This is an optimization exercise on Yosys and OpenROAD, whose aim is small area, a short achievable clock period and few clock cycles, not a production implementation.
Only simulation tests tie the RTL to the original design; equivalence was not proved.

### flow/run.sh
#!/bin/bash
# synth_recipe.tcl (not shown) runs the flow's synth.tcl, then flattens the netlist and writes it again
# the make line also repeats each setting of config.mk as NAME=value (left out here)
make -C /OpenROAD-flow-scripts/flow DESIGN_CONFIG=/design/flow/config.mk WORK_HOME=/design/flow/orfs CLKGATE_MAP_FILE= SYNTH_SCRIPT=/design/flow/synth_recipe.tcl finish
### flow/config.mk
export PLATFORM = sky130hd
export DESIGN_NAME = sha_accel_top
export DESIGN_NICKNAME = sha_accel_top
export VERILOG_FILES = /design/flow/design.v
export SDC_FILE = /design/flow/constraint.sdc
export NUM_CORES = 4
export LEC_CHECK = 0
export CAP_MARGIN = 20
export CORE_MARGIN = 2
export CORE_UTILIZATION = 40
export SLEW_MARGIN = 20
### flow/constraint.sdc
create_clock -name core_clock -period 10.0 [get_ports {clk}]
set_input_delay 2.0000 -clock core_clock [delete_from_list [all_inputs] [get_ports {clk}]]
set_output_delay 2.0000 -clock core_clock [all_outputs]
set_load 0.01 [all_outputs]
### flow/design.v
package sha_pkg;
    function automatic logic [31:0] bswap32(input logic [31:0] x);
        bswap32 = {x[7:0], x[15:8], x[23:16], x[31:24]};
    endfunction
    function automatic logic [31:0] rotr(input logic [31:0] x, input int n);
        rotr = (x >> n) | (x << (32 - n));
    endfunction
    function automatic logic [31:0] k_const(input logic [5:0] t);
        case (t)
            6'd0:  k_const = 32'h428a2f98; 6'd1:  k_const = 32'h71374491;
            6'd2:  k_const = 32'hb5c0fbcf; 6'd3:  k_const = 32'he9b5dba5;
            6'd4:  k_const = 32'h3956c25b; 6'd5:  k_const = 32'h59f111f1;
            6'd6:  k_const = 32'h923f82a4; 6'd7:  k_const = 32'hab1c5ed5;
            6'd8:  k_const = 32'hd807aa98; 6'd9:  k_const = 32'h12835b01;
            6'd10: k_const = 32'h243185be; 6'd11: k_const = 32'h550c7dc3;
            6'd12: k_const = 32'h72be5d74; 6'd13: k_const = 32'h80deb1fe;
            6'd14: k_const = 32'h9bdc06a7; 6'd15: k_const = 32'hc19bf174;
            6'd16: k_const = 32'he49b69c1; 6'd17: k_const = 32'hefbe4786;
            6'd18: k_const = 32'h0fc19dc6; 6'd19: k_const = 32'h240ca1cc;
            6'd20: k_const = 32'h2de92c6f; 6'd21: k_const = 32'h4a7484aa;
            6'd22: k_const = 32'h5cb0a9dc; 6'd23: k_const = 32'h76f988da;
            6'd24: k_const = 32'h983e5152; 6'd25: k_const = 32'ha831c66d;
            6'd26: k_const = 32'hb00327c8; 6'd27: k_const = 32'hbf597fc7;
            6'd28: k_const = 32'hc6e00bf3; 6'd29: k_const = 32'hd5a79147;
            6'd30: k_const = 32'h06ca6351; 6'd31: k_const = 32'h14292967;
            6'd32: k_const = 32'h27b70a85; 6'd33: k_const = 32'h2e1b2138;
            6'd34: k_const = 32'h4d2c6dfc; 6'd35: k_const = 32'h53380d13;
            6'd36: k_const = 32'h650a7354; 6'd37: k_const = 32'h766a0abb;
            6'd38: k_const = 32'h81c2c92e; 6'd39: k_const = 32'h92722c85;
            6'd40: k_const = 32'ha2bfe8a1; 6'd41: k_const = 32'ha81a664b;
            6'd42: k_const = 32'hc24b8b70; 6'd43: k_const = 32'hc76c51a3;
            6'd44: k_const = 32'hd192e819; 6'd45: k_const = 32'hd6990624;
            6'd46: k_const = 32'hf40e3585; 6'd47: k_const = 32'h106aa070;
            6'd48: k_const = 32'h19a4c116; 6'd49: k_const = 32'h1e376c08;
            6'd50: k_const = 32'h2748774c; 6'd51: k_const = 32'h34b0bcb5;
            6'd52: k_const = 32'h391c0cb3; 6'd53: k_const = 32'h4ed8aa4a;
            6'd54: k_const = 32'h5b9cca4f; 6'd55: k_const = 32'h682e6ff3;
            6'd56: k_const = 32'h748f82ee; 6'd57: k_const = 32'h78a5636f;
            6'd58: k_const = 32'h84c87814; 6'd59: k_const = 32'h8cc70208;
            6'd60: k_const = 32'h90befffa; 6'd61: k_const = 32'ha4506ceb;
            6'd62: k_const = 32'hbef9a3f7; default: k_const = 32'hc67178f2;
        endcase
    endfunction
endpackage
module csr_regs
(
    input  logic         clk,
    input  logic         areset,
    input  logic         csr_read,
    input  logic         csr_write,
    input  logic [3:0]   csr_address,
    input  logic [31:0]  csr_writedata,
    input  logic         data_ready,
    input  logic         done_status,
    input  logic [255:0] digest,
    output logic         start,
    output logic         data_go,
    output logic [25:0]  len_blocks,
    output logic [31:0]  csr_readdata,
    output logic         csr_waitrequest
);
    logic wr_ctrl;
    logic wr_data;
    logic wr_len;
    assign wr_ctrl = csr_write && (csr_address[1:0] == 2'd1);
    assign wr_data = csr_write && (csr_address[1:0] == 2'd2);
    assign wr_len  = csr_write && (csr_address[1:0] == 2'd3);
    assign start   = wr_ctrl && csr_writedata[4];
    assign data_go = wr_data && data_ready;
    always_ff @(posedge clk or posedge areset)
    begin
        if (areset)
            len_blocks <= '0;
        else if (wr_len)
            len_blocks <= csr_writedata[31:6];
    end
    always_comb
    begin
        if (csr_address[3])
            csr_readdata = sha_pkg::bswap32(digest[32*csr_address[2:0] +: 32]);
        else
        begin
            csr_readdata = '0;
            csr_readdata[5] = done_status;
        end
    end
    assign csr_waitrequest = wr_data && !data_ready;
    logic unused;
    assign unused = csr_read;
endmodule
module block_assembler
(
    input  logic        clk,
    input  logic        areset,
    input  logic        start,
    input  logic        data_go,
    input  logic [25:0] len_blocks,
    output logic        data_ready,
    output logic        step_go,
    output logic [5:0]  step_t,
    output logic        use_pad,
    output logic [31:0] pad_word,
    output logic        round_go,
    output logic        fin,
    output logic        done_status
);
    logic        busy;
    logic        ended;
    logic        pad;
    logic        last_blk;
    logic        last_rnd;
    logic [25:0] blk_left;
    logic        can_step;
    logic        msg_phase;
    assign can_step   = busy && (!ended || fin);
    assign msg_phase  = !pad && (step_t[5:4] == 2'd0);
    assign data_ready = can_step && msg_phase;
    assign step_go    = can_step && (msg_phase ? data_go : 1'b1);
    assign use_pad    = pad;
    always_comb
    begin
        case (step_t[3:0])
            4'd0:    pad_word = 32'h8000_0000;
            4'd14:   pad_word = {29'b0, len_blocks[25:23]};
            4'd15:   pad_word = {len_blocks[22:0], 9'b0};
            default: pad_word = '0;
        endcase
    end
    always_ff @(posedge clk or posedge areset)
    begin
        if (areset)
        begin
            busy        <= 1'b0;
            ended       <= 1'b0;
            pad         <= 1'b0;
            last_blk    <= 1'b0;
            last_rnd    <= 1'b0;
            round_go    <= 1'b0;
            fin         <= 1'b0;
            done_status <= 1'b0;
            step_t      <= '0;
            blk_left    <= '0;
        end
        else
        begin
            round_go <= step_go;
            last_rnd <= step_go && (step_t == 6'd63);
            fin      <= last_rnd;
            if (start)
            begin
                busy        <= 1'b1;
                ended       <= 1'b0;
                pad         <= (len_blocks == '0);
                last_blk    <= 1'b0;
                done_status <= 1'b0;
                step_t      <= '0;
                blk_left    <= len_blocks;
            end
            else
            begin
                if (fin)
                begin
                    ended <= 1'b0;
                    if (last_blk)
                        busy <= 1'b0;
                end
                if (last_rnd && last_blk)
                    done_status <= 1'b1;
                if (step_go)
                begin
                    step_t <= step_t + 6'd1;
                    if (step_t == 6'd63)
                    begin
                        ended <= 1'b1;
                        if (pad)
                            last_blk <= 1'b1;
                        else
                        begin
                            blk_left <= blk_left - 26'd1;
                            if (blk_left == 26'd1)
                                pad <= 1'b1;
                        end
                    end
                end
            end
        end
    end
endmodule
module sha256_core
(
    input  logic         clk,
    input  logic         start,
    input  logic         step_go,
    input  logic [5:0]   step_t,
    input  logic         use_pad,
    input  logic [31:0]  pad_word,
    input  logic [31:0]  bus_word,
    input  logic         round_go,
    input  logic         fin,
    output logic [255:0] digest
);
    localparam logic [255:0] IV = {
        32'h5be0cd19, 32'h1f83d9ab, 32'h9b05688c, 32'h510e527f,
        32'ha54ff53a, 32'h3c6ef372, 32'hbb67ae85, 32'h6a09e667
    };
    logic [15:0][31:0] w;       
    logic [31:0]       kw;      
    logic [7:0][31:0]  wv;      
    logic [7:0][31:0]  hv;      
    logic [31:0] k_t;
    logic [31:0] in_word;
    logic [31:0] s0w;
    logic [31:0] s1w;
    logic [31:0] sch_s1, sch_c1, sch_s2, sch_c2;
    logic [31:0] sch_word;
    logic [31:0] ks_s1, ks_c1, ks_s2, ks_c2, ks_s3, ks_c3;
    logic [31:0] kw_next;
    logic        early;
    assign k_t     = sha_pkg::k_const(step_t);
    assign early   = (step_t[5:4] == 2'd0);
    assign in_word = use_pad ? pad_word : sha_pkg::bswap32(bus_word);
    assign s0w = sha_pkg::rotr(w[1], 7) ^ sha_pkg::rotr(w[1], 18) ^ (w[1] >> 3);
    assign s1w = sha_pkg::rotr(w[14], 17) ^ sha_pkg::rotr(w[14], 19) ^ (w[14] >> 10);
    assign sch_s1 = w[0] ^ w[9] ^ s0w;
    assign sch_c1 = ((w[0] & w[9]) | (w[0] & s0w) | (w[9] & s0w)) << 1;
    assign sch_s2 = sch_s1 ^ sch_c1 ^ s1w;
    assign sch_c2 = ((sch_s1 & sch_c1) | (sch_s1 & s1w) | (sch_c1 & s1w)) << 1;
    assign sch_word = sch_s2 + sch_c2;
    assign ks_s1 = w[0] ^ w[9] ^ k_t;
    assign ks_c1 = ((w[0] & w[9]) | (w[0] & k_t) | (w[9] & k_t)) << 1;
    assign ks_s2 = ks_s1 ^ ks_c1 ^ s0w;
    assign ks_c2 = ((ks_s1 & ks_c1) | (ks_s1 & s0w) | (ks_c1 & s0w)) << 1;
    assign ks_s3 = ks_s2 ^ ks_c2 ^ s1w;
    assign ks_c3 = ((ks_s2 & ks_c2) | (ks_s2 & s1w) | (ks_c2 & s1w)) << 1;
    assign kw_next = early ? (k_t + in_word) : (ks_s3 + ks_c3);
    always_ff @(posedge clk)
    begin
        if (step_go)
        begin
            w  <= {(early ? in_word : sch_word), w[15:1]};
            kw <= kw_next;
        end
    end
    logic [31:0] a, b, c, d, e, f, g, h;
    logic [31:0] bs0, bs1, ch, maj;
    logic [31:0] r_s1, r_c1, e_s2, e_c2, e_s3, e_c3;
    logic [31:0] a_s2, a_c2, a_s3, a_c3, a_s4, a_c4;
    logic [31:0] a_new, e_new;
    assign {h, g, f, e, d, c, b, a} = wv;
    assign bs0 = sha_pkg::rotr(a, 2) ^ sha_pkg::rotr(a, 13) ^ sha_pkg::rotr(a, 22);
    assign bs1 = sha_pkg::rotr(e, 6) ^ sha_pkg::rotr(e, 11) ^ sha_pkg::rotr(e, 25);
    assign ch  = (e & f) ^ (~e & g);
    assign maj = (a & b) ^ (a & c) ^ (b & c);
    assign r_s1 = h ^ kw ^ ch;
    assign r_c1 = ((h & kw) | (h & ch) | (kw & ch)) << 1;
    assign e_s2 = r_s1 ^ r_c1 ^ d;
    assign e_c2 = ((r_s1 & r_c1) | (r_s1 & d) | (r_c1 & d)) << 1;
    assign e_s3 = e_s2 ^ e_c2 ^ bs1;
    assign e_c3 = ((e_s2 & e_c2) | (e_s2 & bs1) | (e_c2 & bs1)) << 1;
    assign e_new = e_s3 + e_c3;
    assign a_s2 = maj ^ bs0 ^ bs1;
    assign a_c2 = ((maj & bs0) | (maj & bs1) | (bs0 & bs1)) << 1;
    assign a_s3 = r_s1 ^ r_c1 ^ a_s2;
    assign a_c3 = ((r_s1 & r_c1) | (r_s1 & a_s2) | (r_c1 & a_s2)) << 1;
    assign a_s4 = a_s3 ^ a_c3 ^ a_c2;
    assign a_c4 = ((a_s3 & a_c3) | (a_s3 & a_c2) | (a_c3 & a_c2)) << 1;
    assign a_new = a_s4 + a_c4;
    logic [7:0][31:0] sum;
    always_comb
        for (int i = 0; i < 8; i++)
            sum[i] = hv[i] + wv[i];
    always_ff @(posedge clk)
    begin
        if (round_go)
            wv <= {g, f, e, e_new, c, b, a, a_new};
        else if (fin)
            wv <= sum;
        else if (start)
            wv <= IV;
        if (fin)
            hv <= sum;
        else if (start)
            hv <= IV;
    end
    assign digest = hv;
endmodule
module sha_accel_top
(
    input  logic        clk,
    input  logic        areset,
    input  logic        csr_read,
    input  logic        csr_write,
    input  logic [3:0]  csr_address,
    input  logic [31:0] csr_writedata,
    output logic [31:0] csr_readdata,
    output logic        csr_waitrequest
);
    logic         start;
    logic         data_go;
    logic         data_ready;
    logic [25:0]  len_blocks;
    logic         done_status;
    logic [255:0] digest;
    logic         step_go;
    logic [5:0]   step_t;
    logic         use_pad;
    logic [31:0]  pad_word;
    logic         round_go;
    logic         fin;
    csr_regs u_csr (
        .clk             (clk),
        .areset          (areset),
        .csr_read        (csr_read),
        .csr_write       (csr_write),
        .csr_address     (csr_address),
        .csr_writedata   (csr_writedata),
        .data_ready      (data_ready),
        .done_status     (done_status),
        .digest          (digest),
        .start           (start),
        .data_go         (data_go),
        .len_blocks      (len_blocks),
        .csr_readdata    (csr_readdata),
        .csr_waitrequest (csr_waitrequest)
    );
    block_assembler u_asm (
        .clk         (clk),
        .areset      (areset),
        .start       (start),
        .data_go     (data_go),
        .len_blocks  (len_blocks),
        .data_ready  (data_ready),
        .step_go     (step_go),
        .step_t      (step_t),
        .use_pad     (use_pad),
        .pad_word    (pad_word),
        .round_go    (round_go),
        .fin         (fin),
        .done_status (done_status)
    );
    sha256_core u_core (
        .clk      (clk),
        .start    (start),
        .step_go  (step_go),
        .step_t   (step_t),
        .use_pad  (use_pad),
        .pad_word (pad_word),
        .bus_word (csr_writedata),
        .round_go (round_go),
        .fin      (fin),
        .digest   (digest)
    );
endmodule
==> impl_metrics.ini <==
[outcome]
status = timing/DRC/antenna clean

[timing]
worstMarginPinSlew_ns = 1.27
post_route_clock_skew_ns = 0.0518
slew_headroom_pct = 14.5
setup_ws_ns = 2.32
fmaxAchievable_mhz = 130
hold_ws_ns = 0.392
final_max_slew_viol_count = 0
grt_setup_unrepaired = false
min_period_over_period_pct = 76.8
period_minus_slack_ns = 7.68
setup_viol = 0
final-hold-violation-count = 0

[global_routing]
gr-usage-all-layers_pct = 23.8
antenna_found_initial = 4
grt_pass1_wl_mm = 340
grt_pass1_vias = 52500
largest_net_degree_at_the_start_of_global_routing = 172
grt_total_ovfl = 0

[finish]
area_growth_pct = 10.5
final_core_utilization_pct = 44.4
fin_cells = 9342
nets = 7554
drive_gt1_share_pct = 8.78
n_fill_cell = 17400

[route]
remaining_drc_errors = 0
first_iter_violations = 4664
final_antenna_net_count = 0
drt_wl_total_mm = 229
vias = 53000
vias_per_cell = 5.67
avgRoutedWirePerCell_um = 24.5
detailedRoute.firstPassIterationCount = 6

[placement]
gp_congestion = 1.00
dpl.hpwl_mm = 174
placement.setup.worst_slack_ns = 2.52
place_inst = 9099
placement.io_buffers = 71

[floorplan]
die-width_um = 438
ioPinCount = 73
coreArea_um2 = 188000
core.rowCount = 159
die_area_um2 = 192000
dieHeight_um = 438
initial_core_util_pct = 40.2

[synth]
yosys_register_bits = 1122
yosys.area.top_type_share_pct = 42.1
synth_cell_types = 88
netlist_top_cells_area = sky130_fd_sc_hd__edfxtp_1 (42%), sky130_fd_sc_hd__fa_1 (9.2%), sky130_fd_sc_hd__ha_1 (7.1%)
ys_dominant_reg_cell = sky130_fd_sc_hd__edfxtp_1
yosysSeqAreaShare_pct = 44.2
synth_edf_count = 1056
synth.top_cells.by_count = sky130_fd_sc_hd__edfxtp_1 (1056), sky130_fd_sc_hd__inv_1 (634), sky130_fd_sc_hd__nand2_1 (505)
synth_top_area_cell = sky130_fd_sc_hd__edfxtp_1
post_synth_inst_count = 6724
async_set_or_reset_register_ratio_after_synthesis_pct = 5.88
syn_avg_cell_area_um2 = 11.2
synth_most_common_cell = sky130_fd_sc_hd__edfxtp_1
mappedNetlistNets = 7541
syn_area_um2 = 75400
synth.yosys.warnings = 3

[setup_path]
end_kind = register
cp_class = reg2reg
cp_data_required_time_ns = 10.58
worst-endpoint-arrival_ns = 8.26
timing.critical_path.fanout_max = 35
start_kind = register
worstRegToRegCells = 23

[clock_tree]
post_cts_repair_resize_count = 0
tritoncts_clock_tree = built
cts_root_buffer = sky130_fd_sc_hd__clkbuf_16
cts.repair_timing.setup_buffer_count = 0
insertion_delay_to_the_later_sink_of_the_worst_skew_pair_ns = 0.79
cts_buffer_count = 131
ctsHtreeMaxLevel = 4
cts_sinks = 1122
clk_pin_slew_ns = 0.06
ctsHoldBuffers = 0
cts_buffer_depth = 3

[run]
drv_cap = 0

[hold_path]
hold_path.class = reg2reg
hold_depth = 0
==> sequential cells by signal, indices dropped and copies added, names as in the netlist <==
name,count
u_asm.busy,1
u_asm.fin,1
u_asm.last_rnd,1
u_core.kw,32
u_asm.last_blk,1
u_asm.blk_left,26
u_asm.round_go,1
u_asm.pad,1
u_csr.len_blocks,26
u_core.wv,256
u_asm.done_status,1
u_asm.ended,1
u_core.hv,256
u_core.w,512
u_asm.step_t,6
==> cell families after synthesis <==
kind of cell             synth area share, %
AO/OA/AOI/OAI                           13.0
XOR/XNOR                                7.06
adder cells (fa/ha/maj)                 16.5
buffers and inverters                   4.47
flip-flops                              44.2
multiplexers                            5.57
AND/OR/NAND/NOR                         9.12
==> final timing paths <==
kind | slack (ns) | startpoint | endpoint
worst max-delay path | 2.32 | u_asm.step_t[2]$_DFFE_PP0N_ | u_core.kw[31]$_DFFE_PP_
worst min-delay path | 0.39 | u_asm.last_rnd$_DFF_PP0_ | u_asm.fin$_DFF_PP0_
worst max register to register | 2.32 | u_asm.step_t[2]$_DFFE_PP0N_ | u_core.kw[31]$_DFFE_PP_
worst min register to register | 0.39 | u_asm.last_rnd$_DFF_PP0_ | u_asm.fin$_DFF_PP0_
max in group asynchronous | 7.42 | areset | u_asm.step_t[3]$_DFFE_PP0N_
min in group asynchronous | 1.84 | areset | u_asm.ended$_DFF_PP0_
==> critical path: stages, from the launching register on <==
cell and delay [ns]:
sky130_fd_sc_hd__dfrtp_2 0.66, sky130_fd_sc_hd__inv_2 0.47, sky130_fd_sc_hd__buf_4 0.26, sky130_fd_sc_hd__ha_1 0.45, sky130_fd_sc_hd__nor2_1 0.20, sky130_fd_sc_hd__a221oi_1 0.40
sky130_fd_sc_hd__a21oi_1 0.07, sky130_fd_sc_hd__o21ai_0 0.63, sky130_fd_sc_hd__fa_1 0.53, sky130_fd_sc_hd__inv_1 0.08, sky130_fd_sc_hd__fa_1 0.40, sky130_fd_sc_hd__inv_1 0.07
sky130_fd_sc_hd__fa_1 0.41, sky130_fd_sc_hd__ha_1 0.35, sky130_fd_sc_hd__nor2b_1 0.16, sky130_fd_sc_hd__o31a_1 0.30, sky130_fd_sc_hd__o211a_1 0.29, sky130_fd_sc_hd__o2111ai_1 0.28
sky130_fd_sc_hd__a21oi_1 0.18, sky130_fd_sc_hd__o211ai_1 0.34, sky130_fd_sc_hd__nand3_1 0.12, sky130_fd_sc_hd__a31oi_1 0.39, sky130_fd_sc_hd__xnor2_1 0.11, sky130_fd_sc_hd__a211oi_1 0.29
==> per-stage QoR <==
| step | TNS, ns | cell area, um2 |
|---|---|---|
| 2_1_floorplan | -989.68 | 75400 |
| 3_3_place_gp | 0 | 78900 |
| 3_5_place_dp | 0 | 78900 |
| 4_1_cts | 0 | 83300 |
| 5_1_grt | 0 | 83300 |
| 6_report | 0 | 83400 |
==> layout by cell type, fill, tap and decap left out, types with 20 or more instances in the layout <==
cell and count:
sky130_fd_sc_hd__edfxtp_1 1056, sky130_fd_sc_hd__inv_1 632, sky130_fd_sc_hd__nand2_1 504, sky130_fd_sc_hd__ha_1 430, sky130_fd_sc_hd__xnor2_1 407, sky130_fd_sc_hd__a21oi_1 393, sky130_fd_sc_hd__o21ai_0 372, sky130_fd_sc_hd__nor2_1 350
sky130_fd_sc_hd__fa_1 347, sky130_fd_sc_hd__xor2_1 201, sky130_fd_sc_hd__mux2_2 192, sky130_fd_sc_hd__a21o_1 188, sky130_fd_sc_hd__clkbuf_16 133, sky130_fd_sc_hd__nor3_1 107, sky130_fd_sc_hd__nor2b_1 90, sky130_fd_sc_hd__nand2b_1 82
sky130_fd_sc_hd__nand3_1 80, sky130_fd_sc_hd__a31oi_1 79, sky130_fd_sc_hd__o21a_1 72, sky130_fd_sc_hd__and2_1 72, sky130_fd_sc_hd__mux4_2 70, sky130_fd_sc_hd__clkdlybuf4s50_1 68, sky130_fd_sc_hd__buf_4 66, sky130_fd_sc_hd__dfrtp_1 60
sky130_fd_sc_hd__a211oi_1 58, sky130_fd_sc_hd__mux2i_1 46, sky130_fd_sc_hd__o31ai_1 44, sky130_fd_sc_hd__and3_1 40, sky130_fd_sc_hd__o21bai_1 35, sky130_fd_sc_hd__clkbuf_1 33, sky130_fd_sc_hd__o211ai_1 32, sky130_fd_sc_hd__a311oi_1 28
sky130_fd_sc_hd__nand4_1 26, sky130_fd_sc_hd__or3_1 24, sky130_fd_sc_hd__clkinv_2 21, sky130_fd_sc_hd__o22ai_1 20
==> cell type report <==
cell class              instances  area [um2]  area share, %
flip-flops and latches       1122       33400           40.0
inverters                     637        2400           2.88
diodes                          3        7.51        0.00901
repair buffers                141        1300           1.56
well taps                    2495        3120           3.75
clock inverters                74         963           1.16
multi-input cells            4704       38700           46.5
clock buffers                 166        3450           4.14
==> per-layer routing <==
metal  share of wire (%)  vias to the layer above  GRT usage (%)
met2                  45                     1888           37.4
li1                    -                    24100              -
met4                 5.7                        0           12.2
met1                  43                    26500           32.3
met3                 5.7                      450           2.80
met5                   0                        -              0
Testbench counts, summed over its fixed seeds: cycles 27,557.

==> afterwards: timing with drivers on the ports <==
The results above use ideal ports. As a check the final layout listed here was re-extracted and re-timed, cells and wires unchanged.
Step 1: set_driving_cell puts a clkbuf_16 on clk and a buf_2 on each other input, an assumption about the parent block.
Step 2 moves the port delays by t, midway between the first and last clock arrival at a register: inputs arrive t later, outputs are due t later. That takes back most of the time a late clock gives input paths.
Slacks: ideal ports / drivers / drivers and shift; pairs: ideal ports / drivers.
shift t [ns]: 0.859
setup WS [ns]: 2.318 / 2.318 / 2.318
slew at the worst register clock pin (ns): 0.07 / 0.07
worst slew at a driven data input, ns: 0.22
After both steps setup and hold are still met in this run. For this run, drivers alone change the setup slack by 0.000 ns; drivers and shift together by 0.000 ns.
